Source: an optimization exercise on an open RTL-to-GDS flow (aim: small area, a short achievable clock period and few clock cycles). Production flows keep margins and buffers that such runs may drop.
The RTL was checked by simulation tests, not by an equivalence proof against the original design.
Power is estimated from default activity; no workload was simulated.

## flow/run.sh

```bash
#!/bin/bash
# synth_recipe.tcl (not shown) runs the flow's synth.tcl, then flattens the netlist and writes it again
# the make line also repeats each setting of config.mk as NAME=value (left out here)
make -C /OpenROAD-flow-scripts/flow DESIGN_CONFIG=/design/flow/config.mk WORK_HOME=/design/flow/orfs CLKGATE_MAP_FILE= SYNTH_SCRIPT=/design/flow/synth_recipe.tcl finish
```

## flow/design.v

```verilog
module dcache_ctrl #(
  parameter int LINES = 16
) (
  input  logic         clk_i,
  input  logic         rst_i,
  input  logic         cpu_req_i,
  input  logic         cpu_we_i,
  input  logic [31:0]  cpu_addr_i,
  input  logic [31:0]  cpu_data_i,
  output logic [31:0]  cpu_data_o,
  output logic         cpu_stall_o,
  output logic         mem_req_o,
  output logic         mem_we_o,
  output logic [31:0]  mem_addr_o,
  output logic [127:0] mem_data_o,
  input  logic [127:0] mem_data_i,
  input  logic         mem_ack_i,
  output logic [31:0]  hit_cnt_o,
  output logic [31:0]  miss_cnt_o
);
  localparam int IDX_W = $clog2(LINES);
  localparam int TAG_W = 28 - IDX_W;
  typedef enum logic [1:0] {
    IDLE      = 2'd0,
    WRITEBACK = 2'd1,
    ALLOCATE  = 2'd2
  } state_t;
  state_t state, state_nxt;
  logic [LINES-1:0] valid;
  logic [LINES-1:0] dirty;
  logic [TAG_W-1:0] tag_arr  [LINES];
  logic [127:0]     data_arr [LINES];
  logic [TAG_W-1:0] lat_tag;
  logic [IDX_W-1:0] lat_idx;
  logic [1:0]       cpu_off;
  logic [IDX_W-1:0] cpu_idx;
  logic [TAG_W-1:0] cpu_tag;
  logic             hit;
  logic             hit_acc;
  logic             miss_det;
  logic             refill;
  logic             stall_int;
  logic [1:0]       unused_addr;
  assign cpu_off     = cpu_addr_i[3:2];
  assign cpu_idx     = cpu_addr_i[4+IDX_W-1:4];
  assign cpu_tag     = cpu_addr_i[31:4+IDX_W];
  assign unused_addr = cpu_addr_i[1:0];
  assign hit      = valid[cpu_idx] && (tag_arr[cpu_idx] == cpu_tag);
  assign hit_acc  = (state == IDLE) && cpu_req_i && hit;
  assign miss_det = (state == IDLE) && cpu_req_i && !hit;
  assign refill   = (state == ALLOCATE) && mem_ack_i;
  assign cpu_data_o = data_arr[cpu_idx][{cpu_off, 5'b0} +: 32];
  assign cpu_stall_o = stall_int & rst_i;
  always_ff @(posedge clk_i or negedge rst_i) begin
    if (!rst_i) begin
      state <= IDLE;
      valid <= '0;
      dirty <= '0;
    end else begin
      state <= state_nxt;
      if (refill) begin
        valid[lat_idx] <= 1'b1;
        dirty[lat_idx] <= 1'b0;
      end
      if (hit_acc && cpu_we_i) begin
        dirty[cpu_idx] <= 1'b1;
      end
    end
  end
  always_ff @(posedge clk_i) begin
    if (miss_det) begin
      lat_tag <= cpu_tag;
      lat_idx <= cpu_idx;
    end
    if (refill) begin
      data_arr[lat_idx] <= mem_data_i;
      tag_arr[lat_idx]  <= lat_tag;
    end
    if (hit_acc && cpu_we_i) begin
      data_arr[cpu_idx][{cpu_off, 5'b0} +: 32] <= cpu_data_i;
    end
  end
  always_comb begin
    state_nxt  = state;
    stall_int  = 1'b0;
    mem_req_o  = 1'b0;
    mem_we_o   = 1'b0;
    mem_addr_o = '0;
    mem_data_o = '0;
    case (state)
      IDLE: begin
        if (miss_det) begin
          stall_int = 1'b1;
          state_nxt = (valid[cpu_idx] && dirty[cpu_idx]) ? WRITEBACK : ALLOCATE;
        end
      end
      WRITEBACK: begin
        stall_int  = 1'b1;
        mem_req_o  = 1'b1;
        mem_we_o   = 1'b1;
        mem_addr_o = {tag_arr[lat_idx], lat_idx, 4'b0};
        mem_data_o = data_arr[lat_idx];
        if (mem_ack_i) state_nxt = ALLOCATE;
      end
      ALLOCATE: begin
        stall_int  = 1'b1;
        mem_req_o  = 1'b1;
        mem_addr_o = {lat_tag, lat_idx, 4'b0};
        if (mem_ack_i) state_nxt = IDLE;
      end
      default: state_nxt = IDLE;
    endcase
  end
  logic        replay;
  logic [31:0] hit_cnt;
  logic [31:0] miss_cnt;
  always_ff @(posedge clk_i or negedge rst_i) begin
    if (!rst_i) begin
      replay   <= 1'b0;
      hit_cnt  <= '0;
      miss_cnt <= '0;
    end else begin
      replay <= refill;
      if (hit_acc && !replay && (hit_cnt != 32'hFFFF_FFFF)) hit_cnt <= hit_cnt + 32'd1;
      if (miss_det && (miss_cnt != 32'hFFFF_FFFF)) miss_cnt <= miss_cnt + 32'd1;
    end
  end
  assign hit_cnt_o  = hit_cnt;
  assign miss_cnt_o = miss_cnt;
endmodule
```

## flow/config.mk

```make
export PLATFORM = sky130hd
export DESIGN_NAME = dcache_ctrl
export DESIGN_NICKNAME = dcache_ctrl
export VERILOG_FILES = /design/flow/design.v
export SDC_FILE = /design/flow/constraint.sdc
export NUM_CORES = 4
export LEC_CHECK = 0
export CAP_MARGIN = 20
export CORE_MARGIN = 2
export CORE_UTILIZATION = 45
export SLEW_MARGIN = 20
```

## flow/constraint.sdc

```tcl
create_clock -name core_clock -period 6.0 [get_ports {clk_i}]
set_input_delay 1.2000 -clock core_clock [delete_from_list [all_inputs] [get_ports {clk_i}]]
set_output_delay 1.2000 -clock core_clock [all_outputs]
set_load 0.01 [all_outputs]
```

==> summary.txt, run 1 <==
run status finished clean; mean post-synth cell area approximately 19 um2; Startpoint Class input pin; Post-CTS Setup Inserts 0; Worst Path Arrival about 4700 ps; first-pass GRT wire length 565,000 um; Crit path max-delay family buffers and inverters; CP Capture Type output port; clock-pin slew on the worst setup and hold paths ~60 ps; layout cells sized above 1 34.6%; Clock power frac 36.7%; final total power about 48,000 uW; Net Sw Frac a little over a quarter; Final period util 98.1%; cell internal pwr about 35,000 uW; Area growth, synth to finish 20.6%; placed instance count 10,415; number of global-route vias before repair ~72,000; Gate Count Post-Synth around 6,200; post-synthesis sequential area ratio 63.4%; worst min-delay path class in2async; routed vias/inst 6.63; largest net degree at the start of global routing 76; CTS tree yes; IO buf count ~450; Residual DRC 0; simple-gate share of the synthesized area 3.51%; Setup Crit Path Kind in2out; Post-Syn Area around 120,000 um2; CTS sink count between 2,000 and 3,000; XOR/XNOR Fraction of Synth Area less than 1%; DR iter-0 viols 9,849; CTS max path bufs 4; RSZ-0062 raised after global routing false; full die area between 200,000 and 300,000 um2; Final Max Slew Viols 0; worst-skew pair later-pin latency between 900 and 1000 ps; wire per inst about 37 um; Post-synth EDFFs between 2,000 and 2,500; mux cell area share after synthesis a little over a quarter; Hold Buf Count CTS 0; vias post-DR between 70,000 and 80,000; Pwr Density ~330 nW/um2; FILL cells ~21,000; WP buf/inv 6; endpoints failing hold 0; area share of fa/ha/maj cells after synthesis 0.156%; Die W between 500 and 600 um; setup violators final 0; ys async rst share 3.86%; WL met2 189,000 um; synth warn 1; Worst EP required 4800 ps; Overflow after GRT 0; metal3 WL 45,600 um; synth top area cells edfxtp_1 61%, mux4_2 25%, mux2i_1 2.5%; Switch Pwr 12,900 uW; largest family of logic cells by synthesized area multiplexers; minimum clock period 5880 ps; top cell type's share of synthesized area 61.2%; M1 WL between 150,000 and 200,000 um; Cell Area, Placed around 140,000 um2; initial antenna violation count 59; # rows 190; Synth Area in Compound Gates 3.08%; setup TNS 0 ps; non-filler instance count after layout about 11,000; Post-DP HPWL 266,000 um; part of the power in registers a little over two fifths; H-tree levels 5; Synth cell types 76; Slew headroom 17.6%; Top Metal Used met5; Lkg Pwr roughly 0.048 uW; Final Skew 80.1 ps; Yosys reg bits approximately 2,600; worst-path fanout max 24; TritonCTS Buffers 296; Global Route Usage Sum 29.8%; post-synth top area cell edfxtp_1; Post-DRT Antenna Nets 0; nets 7,373; Slew @ Worst Pin between 1000 and 1500 ps; final wirelength ~410,000 um; Worst path most repeated cell buf_12; top cells by count, synth 2,460 x edfxtp_1, 1,317 x mux4_2, 331 x nand2_1, 306 x mux2i_1, 265 x clkbuf_1; Die Y ~520 um; Worst path max stage delay 630 ps; peak supply drop 0.000366 V; Cell Chain, Critical Path buf_12 -> buf_12 -> buf_12 -> buf_12 -> mux4_2 -> mux4_2 -> a22oi_2 -> o311ai_0 -> buf_4 -> clkdlybuf4s50_1; Gate power share roughly 20%; CTS root buf clkbuf_16; core area between 200,000 and 300,000 um2; dominant cell by count in the synthesized netlist edfxtp_1; CP max stage cell mux4_2; Max Freq ~170 MHz; fin area 145,000 um2; First-pass DRT Iterations 6; IO Count between 400 and 500; Initial Util a little under half; GP Congestion ~0.9; Top FF cell, synth edfxtp_1; Max-Cap Viols 0
## flip-flops by register name (all words and copies together), names as in the netlist, named ones only
register  flops
data_arr   2048
tag_arr     384
hit_cnt      32
miss_cnt     32
lat_tag      24
dirty        16
valid        16
lat_idx       4
state         2
replay        1
## path summary, 6_finish.rpt
path                            depth (start not counted)            from  slack, ps              end
worst max-delay path                                   10   cpu_addr_i[4]        120   cpu_data_o[27]
worst min-delay path                                    1           rst_i        320     miss_cnt[23]
worst max register to register                         12  tag_arr[7][20]       1240  data_arr[1][71]
worst min register to register                          1        valid[4]        470         valid[4]
max in group asynchronous                               2           rst_i       4420        dirty[14]
min in group core_clock                                 1        valid[4]        470         valid[4]
## cell families (layout without fill, tap and decap cells)
group | Yosys count | after routing
XOR/XNOR | 93 | 93
buffers and inverters | 514 | 1653
adder cells (fa/ha/maj) | 15 | 15
AO/OA/AOI/OAI | 547 | 547
flip-flops | 2563 | 2563
AND/OR/NAND/NOR | 848 | 848
multiplexers | 1647 | 1647
other | 1 | 41
## placed cells by master, fill, tap and decap left out, drive strengths merged, types with 37 or more instances in the layout
cell type         n
edfxtp         2460
mux4           1317
buf             688
clkdlybuf4s50   438
clkbuf          363
nand2           331
mux2i           309
o21ai           163
and2            144
o221ai          104
nor2            100
dfrtp            99
clkinv           97
nor3             73
a21oi            65
xor2             64
a22oi            58
o22ai            55
diode            37
## power groups by stage
stage          Clock [uW]  Combinational [uW]  Sequential [uW]
2_1_floorplan           0                5930            20900
3_3_place_gp            0                9770            21100
3_5_place_dp            0                9800            21200
4_1_cts             17900                9830            20800
5_1_grt             18600               10200            20900
6_report            17700                9800            20800
## through the flow
step	hold slack [ps]	setup WS [ps]	utilization, %
floorplan	430	-936	-
detailed placement	456	-81.9	50.9
global placement	452	-39.1	50.9
finish	322	117	54.4
global route	329	52.1	54.4
CTS	294	58.1	54.4
## worst register-to-register path: stages (launching register included)
cell	delay [ps]
edfxtp_1	380
mux4_2	490
mux2i_1	180
xor2_1	330
nand2_1	90
nor4_1	530
o2111ai_2	320
buf_4	240
or3_4	550
buf_12	260
mux2i_1	690
nor2_4	130
buf_12	220
## layer usage
metal / up-vias / track usage (%)
li1: 28574 / -
met1: 38968 / 41.5
met2: 4414 / 45.6
met3: 703 / 7.55
met4: 14 / 11.3
met5: - / 0
## timing repair
item,4_1_cts,5_1_grt
cloned,0,0
pin swaps,0,0
setup endpoints to repair,1,3
gates resized for setup,1,5
## final cells by class
cell class	count	area [um2]	area share, %
Inverter	20	77.6	0.0533
Timing Repair Buffer	1126	12300	8.47
Clock inverter	144	1560	1.07
Tap cell	3552	4440	3.06
Antenna cell	37	92.6	0.0637
Sequential cell	2563	76400	52.6
Multi-Input combinational cell	3154	42800	29.4
Clock buffer	363	7720	5.31
Testbench counts, summed over its fixed seeds: cycles 14,045.
==> run 2, diff against run 1 <==
==> flow/design.v (replaced) <==
module dcache_ctrl #(
  parameter int LINES = 16
) (
  input  logic         clk_i,
  input  logic         rst_i,
  input  logic         cpu_req_i,
  input  logic         cpu_we_i,
  input  logic [31:0]  cpu_addr_i,
  input  logic [31:0]  cpu_data_i,
  output logic [31:0]  cpu_data_o,
  output logic         cpu_stall_o,
  output logic         mem_req_o,
  output logic         mem_we_o,
  output logic [31:0]  mem_addr_o,
  output logic [127:0] mem_data_o,
  input  logic [127:0] mem_data_i,
  input  logic         mem_ack_i,
  output logic [31:0]  hit_cnt_o,
  output logic [31:0]  miss_cnt_o
);
  localparam int IDX_W = $clog2(LINES);
  localparam int TAG_W = 28 - IDX_W;
  logic [LINES-1:0] valid;
  logic [LINES-1:0] dirty;
  logic [TAG_W-1:0] tag_arr  [LINES];
  logic [127:0]     data_arr [LINES];
  logic             rd_ph;
  logic [1:0]       cpu_off;
  logic [IDX_W-1:0] cpu_idx;
  logic [TAG_W-1:0] cpu_tag;
  logic [1:0]       unused_addr;
  logic [127:0]     line;
  logic [TAG_W-1:0] line_tag;
  logic             hit;
  logic             miss;
  logic             wb;
  logic             refill;
  logic             store_hit;
  logic [127:0]     wdata;
  logic [3:0]       word_sel;
  assign cpu_off     = cpu_addr_i[3:2];
  assign cpu_idx     = cpu_addr_i[4+IDX_W-1:4];
  assign cpu_tag     = cpu_addr_i[31:4+IDX_W];
  assign unused_addr = cpu_addr_i[1:0];
  assign line     = data_arr[cpu_idx];
  assign line_tag = tag_arr[cpu_idx];
  logic [LINES-1:0] match;
  always_comb begin
    for (int i = 0; i < LINES; i++) match[i] = valid[i] && (tag_arr[i] == cpu_tag);
  end
  assign hit       = match[cpu_idx];
  assign miss      = cpu_req_i && !hit;
  assign wb        = !rd_ph && valid[cpu_idx] && dirty[cpu_idx];
  assign refill    = miss && !wb && mem_ack_i;
  assign store_hit = cpu_req_i && hit && cpu_we_i;
  always_comb begin
    for (int w = 0; w < 4; w++) word_sel[w] = (cpu_off == w[1:0]);
  end
  always_comb begin
    for (int w = 0; w < 4; w++)
      wdata[32*w +: 32] = (cpu_we_i && word_sel[w]) ? cpu_data_i : mem_data_i[32*w +: 32];
  end
  assign cpu_data_o  = mem_ack_i ? mem_data_i[{cpu_off, 5'b0} +: 32] : line[{cpu_off, 5'b0} +: 32];
  assign cpu_stall_o = miss && !refill && rst_i;
  assign mem_req_o   = miss && rst_i;
  assign mem_we_o    = wb;
  assign mem_addr_o  = {wb ? line_tag : cpu_tag, cpu_idx, 4'b0};
  assign mem_data_o  = line;
  always_ff @(posedge clk_i or negedge rst_i) begin
    if (!rst_i) begin
      rd_ph <= 1'b0;
      valid <= '0;
      dirty <= '0;
    end else begin
      if (miss && wb && mem_ack_i) rd_ph <= 1'b1;
      if (refill) begin
        rd_ph           <= 1'b0;
        valid[cpu_idx]  <= 1'b1;
        dirty[cpu_idx]  <= cpu_we_i;
      end
      if (store_hit) dirty[cpu_idx] <= 1'b1;
    end
  end
  always_ff @(posedge clk_i) begin
    for (int i = 0; i < LINES; i++) begin
      if (cpu_idx == i[IDX_W-1:0]) begin
        if (refill) tag_arr[i] <= cpu_tag;
        for (int w = 0; w < 4; w++) begin
          if (refill || (store_hit && word_sel[w]))
            data_arr[i][32*w +: 32] <= wdata[32*w +: 32];
        end
      end
    end
  end
  logic [31:0] hit_cnt;
  logic [31:0] miss_cnt;
  always_ff @(posedge clk_i or negedge rst_i) begin
    if (!rst_i) begin
      hit_cnt  <= '0;
      miss_cnt <= '0;
    end else begin
      if (cpu_req_i && hit && (hit_cnt != 32'hFFFF_FFFF)) hit_cnt <= hit_cnt + 32'd1;
      if (refill && (miss_cnt != 32'hFFFF_FFFF)) miss_cnt <= miss_cnt + 32'd1;
    end
  end
  assign hit_cnt_o  = hit_cnt;
  assign miss_cnt_o = miss_cnt;
endmodule
--- a/flow/config.mk
+++ b/flow/config.mk
@@ -8,4 +8,6 @@
 export CAP_MARGIN = 20
 export CORE_MARGIN = 2
 export CORE_UTILIZATION = 45
+export SETUP_SLACK_MARGIN = 2
 export SLEW_MARGIN = 20
+export TNS_END_PERCENT = 0
==> summary.txt, run 2 <==
Initial Util 45.1% (about the same); Setup Crit Path Kind in2out (unchanged); area share of fa/ha/maj cells after synthesis 0.0866% (was 0.156%); mean post-synth cell area 16.4 um2 (was 19.4 um2); commonest non-fill, non-tap cell in the layout edfxtp_1 (unchanged); Die W 478 um (was 522 um); first-pass GRT wire length 547,000 um (was 565,000 um); post-synth top area cell edfxtp_1 (unchanged); Post-DP HPWL 270,000 um (was 266,000 um); FILL cells 17,094 (was 20,647); DR iter-0 viols 11,516 (was 9,849); top cell type's share of synthesized area 72.2% (was 61.2%); Post-synth EDFFs 2,432 (was 2,460); simple-gate share of the synthesized area 5.27% (was 3.51%); layout cells sized above 1 26.9% (was 34.6%); worst min-delay path class in2async (unchanged); CTS sink count 2,529 (was 2,563); CP max stage cell clkdlybuf4s50_1 (was mux4_2); mux cell area share after synthesis 3.84% (was 27.4%); First-pass DRT Iterations 8 (was 6); run status finished clean (unchanged); synth top area cells edfxtp_1 72%, a22oi_1 3.9%, xnor2_1 2.5% (was edfxtp_1 61%, mux4_2 25%, mux2i_1 2.5%); Die Y 478 um (was 522 um); largest family of logic cells by synthesized area compound AO/OA/AOI/OAI gates (was multiplexers); Final Max Slew Viols 0 (unchanged); setup violators final 0 (unchanged); Post-DRT Antenna Nets 0 (unchanged); XOR/XNOR Fraction of Synth Area 3.88% (was 0.675%); worst-skew pair later-pin latency 960 ps (was 970 ps); Pwr Density 314 nW/um2 (was 332 nW/um2); Hold Buf Count CTS 0 (unchanged); CP Capture Type output port (unchanged); worst reg2reg startpoint tag_arr[3][4] (was tag_arr[7][20]); minimum clock period 5640 ps (was 5880 ps); Worst EP required 4800 ps (about the same); H-tree levels 5 (unchanged); initial antenna violation count 14 (was 59); hold slack 254 ps (was 322 ps); core area 224,000 um2 (was 267,000 um2); Largest regs data_arr x2048, tag_arr x384 (unchanged); Max Freq 177 MHz (was 170 MHz); Synth Area in Compound Gates 10.4% (was 3.08%); Worst Setup SP cpu_addr_i[5] (was cpu_addr_i[4]); Final period util 94.1% (was 98.1%); Slew headroom 23.2% (was 17.6%); post-synthesis sequential area ratio 74.6% (was 63.4%); synth warn 3 (was 1); Gate Count Post-Synth 6,159 (was 6,228); top cells by count, synth 2,432 x edfxtp_1, 527 x a22oi_1, 287 x xnor2_1, 281 x nor2_1, 210 x nand2_1 (was 2,460 x edfxtp_1, 1,317 x mux4_2, 331 x nand2_1, 306 x mux2i_1, 265 x clkbuf_1); CTS root buf clkbuf_16 (unchanged); Top reg by flops data_arr (unchanged); placement-stage worst setup slack -426 ps (was -81.9 ps); Worst Path Arrival 4440 ps (was 4680 ps); ys async rst share 3.84% (was 3.86%); vias post-DR 69,768 (was 72,673); CTS tree yes (unchanged); worst-path fanout max 10 (was 24); Slew @ Worst Pin 1150 ps (was 1230 ps); RSZ-0062 raised after global routing true (was false); Overflow after GRT 0 (unchanged); Max-Cap Viols 0 (unchanged); Cell Chain, Critical Path buf_6 -> buf_8 -> buf_6 -> ha_4 -> and3_4 -> buf_4 -> buf_4 -> a22o_1 -> a221o_1 -> a2111oi_4 -> nand4_1 -> o21ai_1 -> o31ai_1 -> clkdlybuf4s50_1 (was buf_12 -> buf_12 -> buf_12 -> buf_12 -> mux4_2 -> mux4_2 -> a22oi_2 -> o311ai_0 -> buf_4 -> clkdlybuf4s50_1); full die area 229,000 um2 (was 272,000 um2); peak supply drop 0.000209 V (was 0.000366 V); commonest cells after routing, fill and taps aside 2,432 x edfxtp_1, 853 x buf_4, 522 x a22oi_1, 397 x clkdlybuf4s50_1, 292 x clkbuf_16 (was 2,460 x edfxtp_1, 1,317 x mux4_2, 459 x buf_4, 438 x clkdlybuf4s50_1, 331 x nand2_1); placed instance count 10,252 (was 10,415); IO buf count 449 (unchanged); Synth cell types 66 (was 76); clock-pin slew on the worst setup and hold paths 60 ps (about the same); Residual DRC 0 (unchanged); TritonCTS Buffers 283 (was 296); wire per inst 37.0 um (was 37.2 um); Worst Slack Setup Final 355 ps (was 117 ps); routed vias/inst 6.45 (was 6.63); Global Route Usage Sum 34.4% (was 29.8%); number of global-route vias before repair 67,294 (was 72,324); CTS max path bufs 4 (unchanged); max reg flops 2,048 (unchanged); # rows 174 (was 190); dominant cell by count in the synthesized netlist edfxtp_1 (unchanged); largest net degree at the start of global routing 51 (was 76); Reg2Reg Depth 17 (was 12); GP Congestion 0.977 (was 0.880); non-filler instance count after layout 10,825 (was 10,959); Post-Syn Area 101,000 um2 (was 121,000 um2); final wirelength 401,000 um (was 407,000 um); Worst path max stage delay 490 ps (was 630 ps); IO Count 456 (unchanged); Startpoint Class input pin (unchanged); Area growth, synth to finish 28.9% (was 20.6%); Final Skew 84.2 ps (was 80.1 ps); endpoints failing hold 0 (unchanged); Top FF cell, synth edfxtp_1 (unchanged); nets 7,837 (was 7,373); Yosys reg bits 2,529 (was 2,563); setup TNS 0 ps (unchanged); Lkg Pwr 0.0439 uW (was 0.0477 uW)
[run 2: cell count changes after synthesis, sizes merged, moves of 157 or more]
cell / before / now
a221oi: 16 / 173
a22o: 14 / 181
a22oi: 58 / 527
mux2i: 309 / 103
mux4: 1317 / 42
nor2: 100 / 281
xnor2: 29 / 287
[run 2: cell type report]
cell class	count	area, um2	share of cell area, %
Sequential cell	2529	75500	57.9
Multi-Input combinational cell	3196	25700	19.7
Timing Repair Buffer	1606	16600	12.7
Clock buffer	347	7520	5.77
Tap cell	2992	3740	2.87
Clock inverter	131	1190	0.914
Inverter	17	83.8	0.0643
Antenna cell	7	17.5	0.0134
[run 2: path summary, 6_finish.rpt]
path	endpoint	slack, ps
hold / removal	hit_cnt[31]	250
hold reg to reg	miss_cnt[21]	490
setup / recovery	mem_addr_o[12]	360
setup reg to reg	data_arr[7][74]	1670
max in group asynchronous	valid[6]	4590
min in group core_clock	miss_cnt[21]	490
[run 2: metal layers]
metal | up-vias | routed length (um) | GRT usage [%]
met3 | 883 | 45700 | 6.89
met1 | 35798 | 150000 | 46.6
li1 | 27947 | - | -
met4 | 14 | 25100 | 18.2
met5 | - | 114 | 0
met2 | 5126 | 180000 | 52.5
[run 2: what timing repair did]
| item | 4_1_cts | 5_1_grt |
|---|---|---|
| endpoints found under the hold margin | 0 | 0 |
| cloned | 8 | 0 |
| setup endpoints to repair | 2673 | 2679 |
| setup buffers | 74 | 6 |
| pin swaps | 119 | 18 |
| resized for setup | 353 | 14 |
[run 2: where the power goes]
group / internal (uW) / switching (uW)
sequential: 19700 / 152
combinational: 1820 / 2560
clock: 9810 / 6910
[run 2: logic make-up (layout without fill, tap and decap cells)]
| family | after synthesis | count (layout) |
|---|---|---|
| multiplexers | 314 | 314 |
| AO/OA/AOI/OAI | 1338 | 1338 |
| XOR/XNOR | 448 | 448 |
| buffers and inverters | 439 | 2101 |
| flip-flops | 2529 | 2529 |
| adder cells (fa/ha/maj) | 7 | 7 |
| AND/OR/NAND/NOR | 1083 | 1085 |
| other | 1 | 11 |
[run 2: worst max-delay path: cells and delay by family]
family	cells	cell delay (ps)
buf+inv	6	1290
compound gates	5	1120
fa+ha+maj	1	210
simple gates	2	590
[run 2: metrics by stage]
| step | power [uW] | utilization, % | cell area, um2 |
|---|---|---|---|
| 5_1_grt | 41800 | 58.2 | 130000 |
| 4_1_cts | 40900 | 58.1 | 130000 |
| 6_report | 40900 | 58.2 | 130000 |
| 2_1_floorplan | 21700 | - | 102000 |
| 3_3_place_gp | 24300 | 53.3 | 119000 |
| 3_5_place_dp | 24300 | 53.3 | 119000 |
Testbench counts of run 2, summed over its fixed seeds: cycles 10,972.

## port drivers added, routing unchanged
No port has a modelled driver above. Below, the same layouts with a new extraction and two added sets of constraints.
Step 1 sets driving cells, clkbuf_16 on the clock port and buf_2 on the other inputs (assumed; they add their load-dependent delay and slew).
Step 2 times the ports against the registers' clock, not the clock port: input delays grow and output delays shrink by t, the midpoint of the rising clock arrivals with the driver on.
a / b / c = no drivers / after step 1 / after step 2; a / b = the first two.
run | t, ns | slack for setup (ns) | worst setup path at the end | worst register clock-pin slew, ns | cell pins on the clock port's net
run 1 | 1.040 | 0.117 / 0.054 / 0.038 | input to register | 0.07 / 0.07 | 1
run 2 | 1.024 | 0.355 / 0.316 / 0.183 | input to register | 0.07 / 0.07 | 1
After both steps every run listed still meets setup and hold. The setup slack of run 2, which loses most, moves by -0.039 ns with the drivers and by -0.172 ns with both steps.
